This is an optimization exercise on Yosys and OpenROAD, whose aim is small area, not a production implementation. In this exercise RTL edits were held to simulation tests only and were not proved equivalent to the original. Power and IR drop assume default switching activity.

==> design.v <==
package npu_act_pkg;
    typedef enum logic [1:0] {
        ACT_SAT   = 2'd0,
        ACT_RELU  = 2'd1,
        ACT_LEAKY = 2'd2,
        ACT_CLAMP = 2'd3
    } act_mode_e;
    localparam int LEAKY_SHIFT   = 3;
    localparam int SAT_CNT_WIDTH = 16;
endpackage
import npu_act_pkg::*;
module act_lane
#(
    parameter int DATA_WIDTH  = 16,
    parameter int ACC_WIDTH   = 32,
    parameter int SHIFT_WIDTH = 5
) (
    input  logic                   clk,
    input  logic                   rst_n,
    input  logic                   clear,
    input  logic                   ld1_i,
    input  logic                   ld2_i,
    input  logic [ACC_WIDTH-1:0]   x_i,
    input  logic [SHIFT_WIDTH-1:0] shift_i,
    input  logic [1:0]             mode_i,
    input  logic [DATA_WIDTH-1:0]  clip_i,
    output logic [DATA_WIDTH-1:0]  y_o,
    output logic                   sat_o,
    output logic                   sat_d_o
);
    localparam int AW = ACC_WIDTH;
    localparam logic signed [AW:0] MAXV = (AW+1)'((1 << (DATA_WIDTH-1)) - 1);
    localparam logic signed [AW:0] MINV = ~MAXV;
    logic signed [AW:0] xe, rnd, sh_r, r_d, r_q, lk, c, relu, a;
    logic sat_hi, sat_lo;
    logic [DATA_WIDTH-1:0] y_d, y_q;
    logic sat_q;
    always_comb begin
        xe      = $signed({x_i[AW-1], x_i});
        rnd     = (shift_i == '0) ? '0 : (AW+1)'(1) << (shift_i - 1'b1);
        sh_r    = (xe + rnd) >>> shift_i;
        r_d     = (32'(shift_i) >= AW) ? $signed({(AW+1){x_i[AW-1]}}) : sh_r;
        lk      = r_q >>> LEAKY_SHIFT;
        c       = clip_i[DATA_WIDTH-1] ? '0 : (AW+1)'($signed(clip_i));
        relu    = r_q[AW] ? '0 : r_q;
        a       = (mode_i == ACT_SAT)   ? r_q :
                  (mode_i == ACT_RELU)  ? relu :
                  (mode_i == ACT_LEAKY) ? (r_q[AW] ? lk : r_q) :
                  (relu > c ? c : relu);
        sat_hi  = a > MAXV;
        sat_lo  = a < MINV;
        y_d     = sat_hi ? MAXV[DATA_WIDTH-1:0] : sat_lo ? MINV[DATA_WIDTH-1:0] : a[DATA_WIDTH-1:0];
        sat_d_o = sat_hi | sat_lo;
    end
    always_ff @(posedge clk or negedge rst_n) begin
        if (!rst_n) begin
            r_q   <= '0;
            y_q   <= '0;
            sat_q <= 1'b0;
        end else begin
            if (ld1_i) r_q <= r_d;
            if (clear) begin
                y_q   <= '0;
                sat_q <= 1'b0;
            end else if (ld2_i) begin
                y_q   <= y_d;
                sat_q <= sat_d_o;
            end
        end
    end
    assign y_o   = y_q;
    assign sat_o = sat_q;
endmodule
import npu_act_pkg::*;
module act_quant_unit
#(
    parameter int DATA_WIDTH  = 16,
    parameter int ACC_WIDTH   = 32,
    parameter int MATRIX_SIZE = 8,
    parameter int SHIFT_WIDTH = 5
) (
    input  logic                              clk,
    input  logic                              rst_n,
    input  logic                              clear,
    input  logic [MATRIX_SIZE*ACC_WIDTH-1:0]  in_data,
    input  logic                              in_valid,
    input  logic [1:0]                        act_mode,
    input  logic [SHIFT_WIDTH-1:0]            shift,
    input  logic [DATA_WIDTH-1:0]             clip_max,
    output logic [MATRIX_SIZE*DATA_WIDTH-1:0] act_output_data,
    output logic                              act_output_valid,
    output logic [MATRIX_SIZE-1:0]            sat_mask,
    output logic [SAT_CNT_WIDTH-1:0]          sat_count
);
    logic ld1, v1_d, v1_q, v2_d, v2_q;
    logic [1:0] mode_d;
    logic [1:0] mode_q;
    logic [DATA_WIDTH-1:0] clip_d, clip_q;
    logic [SAT_CNT_WIDTH-1:0] cnt_d, cnt_q;
    logic [MATRIX_SIZE-1:0] sat_nx;
    always_comb begin
        ld1    = in_valid & ~clear;
        v1_d   = ld1;
        v2_d   = v1_q & ~clear;
        mode_d = ld1 ? act_mode : mode_q;
        clip_d = ld1 ? clip_max : clip_q;
        cnt_d  = clear ? '0 : (v2_d && |sat_nx && cnt_q != '1) ? cnt_q + 1'b1 : cnt_q;
    end
    always_ff @(posedge clk or negedge rst_n) begin
        if (!rst_n) begin
            v1_q   <= 1'b0;
            v2_q   <= 1'b0;
            mode_q <= ACT_SAT;
            clip_q <= '0;
            cnt_q  <= '0;
        end else begin
            v1_q   <= v1_d;
            v2_q   <= v2_d;
            mode_q <= mode_d;
            clip_q <= clip_d;
            cnt_q  <= cnt_d;
        end
    end
    for (genvar k = 0; k < MATRIX_SIZE; k++) begin : g_lane
        act_lane #(
            .DATA_WIDTH (DATA_WIDTH),
            .ACC_WIDTH  (ACC_WIDTH),
            .SHIFT_WIDTH(SHIFT_WIDTH)
        ) u_lane (
            .clk    (clk),
            .rst_n  (rst_n),
            .clear  (clear),
            .ld1_i  (ld1),
            .ld2_i  (v1_q),
            .x_i    (in_data[k*ACC_WIDTH +: ACC_WIDTH]),
            .shift_i(shift),
            .mode_i (mode_q),
            .clip_i (clip_q),
            .y_o    (act_output_data[k*DATA_WIDTH +: DATA_WIDTH]),
            .sat_o  (sat_mask[k]),
            .sat_d_o(sat_nx[k])
        );
    end
    assign act_output_valid = v2_q;
    assign sat_count        = cnt_q;
endmodule
==> run.sh <==
#!/bin/bash
# synth_recipe.tcl (not shown) runs the flow's synth.tcl, then flattens the netlist and writes it again
# the make line also repeats each setting of config.mk as NAME=value (left out here)
make -C /OpenROAD-flow-scripts/flow DESIGN_CONFIG=/design/flow/config.mk WORK_HOME=/design/flow/orfs CLKGATE_MAP_FILE= SYNTH_SCRIPT=/design/flow/synth_recipe.tcl finish
==> config.mk <==
export PLATFORM = sky130hd
export DESIGN_NAME = act_quant_unit
export DESIGN_NICKNAME = act_quant_unit
export VERILOG_FILES = /design/flow/design.v
export SDC_FILE = /design/flow/constraint.sdc
export NUM_CORES = 4
export LEC_CHECK = 0
export CAP_MARGIN = 20
export CORE_MARGIN = 2
export CORE_UTILIZATION = 40
export SLEW_MARGIN = 20
==> constraint.sdc <==
create_clock -name core_clock -period 7.0 [get_ports {clk}]
set_input_delay 1.4000 -clock core_clock [delete_from_list [all_inputs] [get_ports {clk}]]
set_output_delay 1.4000 -clock core_clock [all_outputs]
set_load 0.01 [all_outputs]
==> results.txt <==
## power by group through the flow
stage / Clock, uW / Combinational, uW / Sequential [uW]
floorplan: 0 / 3400 / 3260
CTS: 2900 / 5540 / 3600
global placement: 0 / 5480 / 3650
finish: 2890 / 5730 / 3660
global route: 3000 / 6120 / 3670
detailed placement: 0 / 5510 / 3650
## critical path, delay by kind of cell
family | cells | cell delay, ns
adder cells (fa/ha/maj) | 1 | 0.33
AND/OR/NAND/NOR | 6 | 1.68
buffers and inverters | 4 | 1.20
AO/OA/AOI/OAI | 7 | 2.49
## stage by stage
stage / worst slack [ns] / instance area, sq um
after floorplan: 0.00825 / 57800
after global placement: -0.232 / 66900
after detailed placement: 0.0333 / 67000
after CTS: 0.654 / 68700
after global routing: 0.144 / 68700
final: 0.423 / 68700
## cells by family after synthesis
group                      synth area share (%)
AOI/OAI and AO/OA                          35.4
muxes                                      8.17
adders and majority gates                  8.37
DFF                                        18.9
and+or+nand+nor                            20.8
buffers and inverters                      4.84
xor gates and xnor gates                   3.49
## cell usage in the layout (no fill, tap or decap), drive strengths merged, types with 126 or more instances in the layout
master         Yosys  layout
mux2i            227     227
o21ai            563     563
buf              101     566
a211oi           180     180
a21oi            716     716
nor3             147     147
nand3            169     169
ha               371     371
nor2             719     719
a21o             164     164
inv              121     126
o211ai           133     133
nand2            828     828
clkdlybuf4s50      0     428
dfrtp            436     436
nor2b            179     179
xnor2            133     133
## worst max path at each step
stage | startpoint | end | slack (ns)
after floorplan | shift[2] | g_lane[6].u_lane.r_q[0]$_DFFE_PN0P_ | 0.008
after global placement | shift[1] | g_lane[3].u_lane.r_q[27]$_DFFE_PN0P_ | -0.23
after detailed placement | shift[1] | g_lane[3].u_lane.r_q[27]$_DFFE_PN0P_ | 0.03
after CTS | shift[1] | g_lane[3].u_lane.r_q[27]$_DFFE_PN0P_ | 0.65
after global routing | shift[1] | g_lane[3].u_lane.r_q[27]$_DFFE_PN0P_ | 0.14
final | shift[1] | g_lane[3].u_lane.r_q[27]$_DFFE_PN0P_ | 0.42
## layout make-up
cell class / instances / area, sq um
Fill cell: 14555 / 74800
Multi-Input combinational cell: 6548 / 44300
Sequential cell: 436 / 10900
Timing Repair Buffer: 994 / 8920
Tap cell: 1903 / 2380
Clock buffer: 64 / 1340
Inverter: 123 / 489
Clock inverter: 23 / 367
Antenna cell: 5 / 12.5
## flip-flops by register name, indices dropped and copies added, names as in the netlist
name / count
mode_q: 2
v1_q: 1
g_lane.u_lane.sat_q: 8
clip_q: 16
v2_q: 1
cnt_q: 16
g_lane.u_lane.r_q: 264
g_lane.u_lane.y_q: 128
## layer usage
metal	routed length [um]	share of wire [%]	up-vias	track usage (%)
met3	34100	11	628	9.05
met5	19	0.0060	-	0
met1	139000	44	32926	59.7
li1	-	-	30355	-
met4	17700	5.6	2	19.2
met2	125000	40	4207	57.1
==> impl_metrics.csv <==
group,metric,value,unit
layout,final_util,47.9,%
global_routing,first_global_vias,61645,
timing,fin_worst_skew,0.0200,ns
synth,avgSynthCellArea,7.48,sq um
pwr,pwr-share-comb,46.7,%
pwr,seqPwrFrac,29.8,%
timing,grt_setup_unrepaired,"false",
pwr,pwr-share-clk,23.5,%
timing,worst_pin_slew,1.28,ns
worst_setup_path,end_kind,"flop",
die,ios,436,
placement,port_buffers,435,
synth,yosysTopAreaCell,"dfrtp_1",
synth,yosysMostFrequentCell,"nand2_1",
synth,synth_seq_cells,436,
pwr,ir_worst_vdd,214,uV
timing,slew_headroom,14.5,%
timing,drv_slew,0,
die,start_util,40.2,%
die,die_x,384,um
clock_network,cts_tree,"done",
worst_setup_path,r2r_slack,1.71,ns
synth,syn_nets,8376,
timing,setup_viol,0,
detailed_routing,drcViolationCount,0,
timing,whs,0.473,ns
synth,synth_top_area_share,18.9,%
die,row_count,139,
synth,synth-main-ff-cell,"dfrtp_1",
detailed_routing,drt_first_pass_iters,8,
die,core,143000,sq um
detailed_routing,routed_wl,315000,um
pwr,power.total,12300,uW
placement,placed_cells,10004,
synth,synth_top_cells_by_count,"nand2_1 (828), nor2_1 (719), a21oi_1 (714)",
synth,synth_edf_count,0,
worst_setup_path,path_common_cell,"buf_4",
global_routing,antenna_found_initial,8,
pwr,p_int,6820,uW
pwr,switching_share,44.4,%
global_routing,grt_max_degree,149,
synth,ys_seq_area_share,18.9,%
synth,synth_async_sr_flop_share,100,%
run_status,outcome,"no timing/DRC/antenna violations",
clock_network,holdBufCountCts,0,
pwr,powerDensity,179,nW/um^2
global_routing,grt-ovfl-total,0,
clock_network,clock-sinks,436,
job,cap_violations,0,
worst_setup_path,rr_endpoint,"cnt_q[6]$_DFFE_PN0P_",
global_routing,track_usage,41.1,%
placement,dpl.hpwl,246000,um
clock_network,cts_setup_buffers,0,
min_path,min-delay-start,"clip_q[9]$_DFFE_PN0P_",
synth,yosysWarnings,2,
detailed_routing,viasPerCell,6.75,
worst_setup_path,worstSetupPathType,"input port to flop",
worst_setup_path,r2r_cells,14,
min_path,hp-class,"flop to flop",
timing,fmax,0.152,GHz
worst_setup_path,critPathLaunchType,"input port",
worst_setup_path,cp_slowest_stage_delay,0.77,ns
layout,fin_nets,8814,
worst_setup_path,r2r-start,"clip_q[15]$_DFFE_PN0P_",
timing,min_period,6.58,ns
pwr,p_leak,0.0293,uW
worst_setup_path,critPathMaxFanout,43,
worst_setup_path,crit_chain,"buf_6 > buf_4 > nand2_1 > nor3_4 > buf_4 > ha_1 > a21oi_1 > o21ai_0 > or2_2 > o221ai_1 > a211oi_1 > a211oi_1 > buf_4 > nor2_1 > or3_1 > and2_1 > o311ai_0 > o21a_1",
die,die_area,147000,sq um
detailed_routing,ant_nets,0,
die,die_h,384,um
layout,area_growth,19.1,%
placement,place.gp.congestion,1.02,
min_path,min_path_cells,2,
timing,timing.final.crit_share,94.0,%
clock_network,cts-root-buf,"clkbuf_16",
detailed_routing,wl_per_cell,31.2,um
synth,synth_area_leaders,"dfrtp_1 (19%), ha_1 (8.0%), a21oi_1 (6.2%), nand2_1 (5.4%), o21ai_0 (4.8%)",
clock_network,ctsResizeCount,0,
clock_network,clk_pin_slew,0.06,ns
layout,drive_gt1_share,12.0,%
worst_setup_path,cp.required,7.55,ns
global_routing,grt_pass1_wl,450000,um
synth,synthDistinctLibCells,105,
clock_network,ctsHtreeMaxLevel,2,
timing,tns,0,ns
clock_network,cts_buffer_depth,3,
min_path,min_to,"clip_q[9]$_DFFE_PN0P_",
detailed_routing,num_vias,68118,
pwr,p_switching,5450,uW
worst_setup_path,cp.arrival,7.13,ns
timing,hold_viol_final,0,
clock_network,insertion_delay,0.62,ns
layout,instances_no_fill,10096,
worst_setup_path,critPathSlowestCell,"o311ai_0",
synth,syn-instance-count,7714,
clock_network,cts_buffers,49,
synth,syn-cell-area,57700,sq um
detailed_routing,drt-initial-drc-count,9716,

what the ideal ports hide:
The flow's constraints put no driver on any port. The routed layout listed below was extracted and timed again, unchanged, in two steps.
Step 1 (the two cells are an assumption about what drives the block):
set clk [get_ports {clk}]
set_driving_cell -lib_cell sky130_fd_sc_hd__clkbuf_16 $clk
set_driving_cell -lib_cell sky130_fd_sc_hd__buf_2 [delete_from_list [all_inputs] $clk]
Step 2 also shifts input and output timing later by t, the mid clock arrival at the registers, as if the neighbouring blocks saw the same clock.
Slacks: no drivers / after step 1 / after step 2; pairs: no drivers / after step 1.
t, ns: 0.678
setup WS [ns]: 0.423 / 0.451 / -0.227
hold WS [ns]: 0.473 / 0.473 / 0.473
slew at the worst register clock pin (ns): 0.07 / 0.07
pins driven straight from the clock port: 1
Met with ideal ports but missed after step 2: setup timing in this run. For this run, drivers alone change the setup slack by +0.028 ns; drivers and shift together by -0.650 ns.
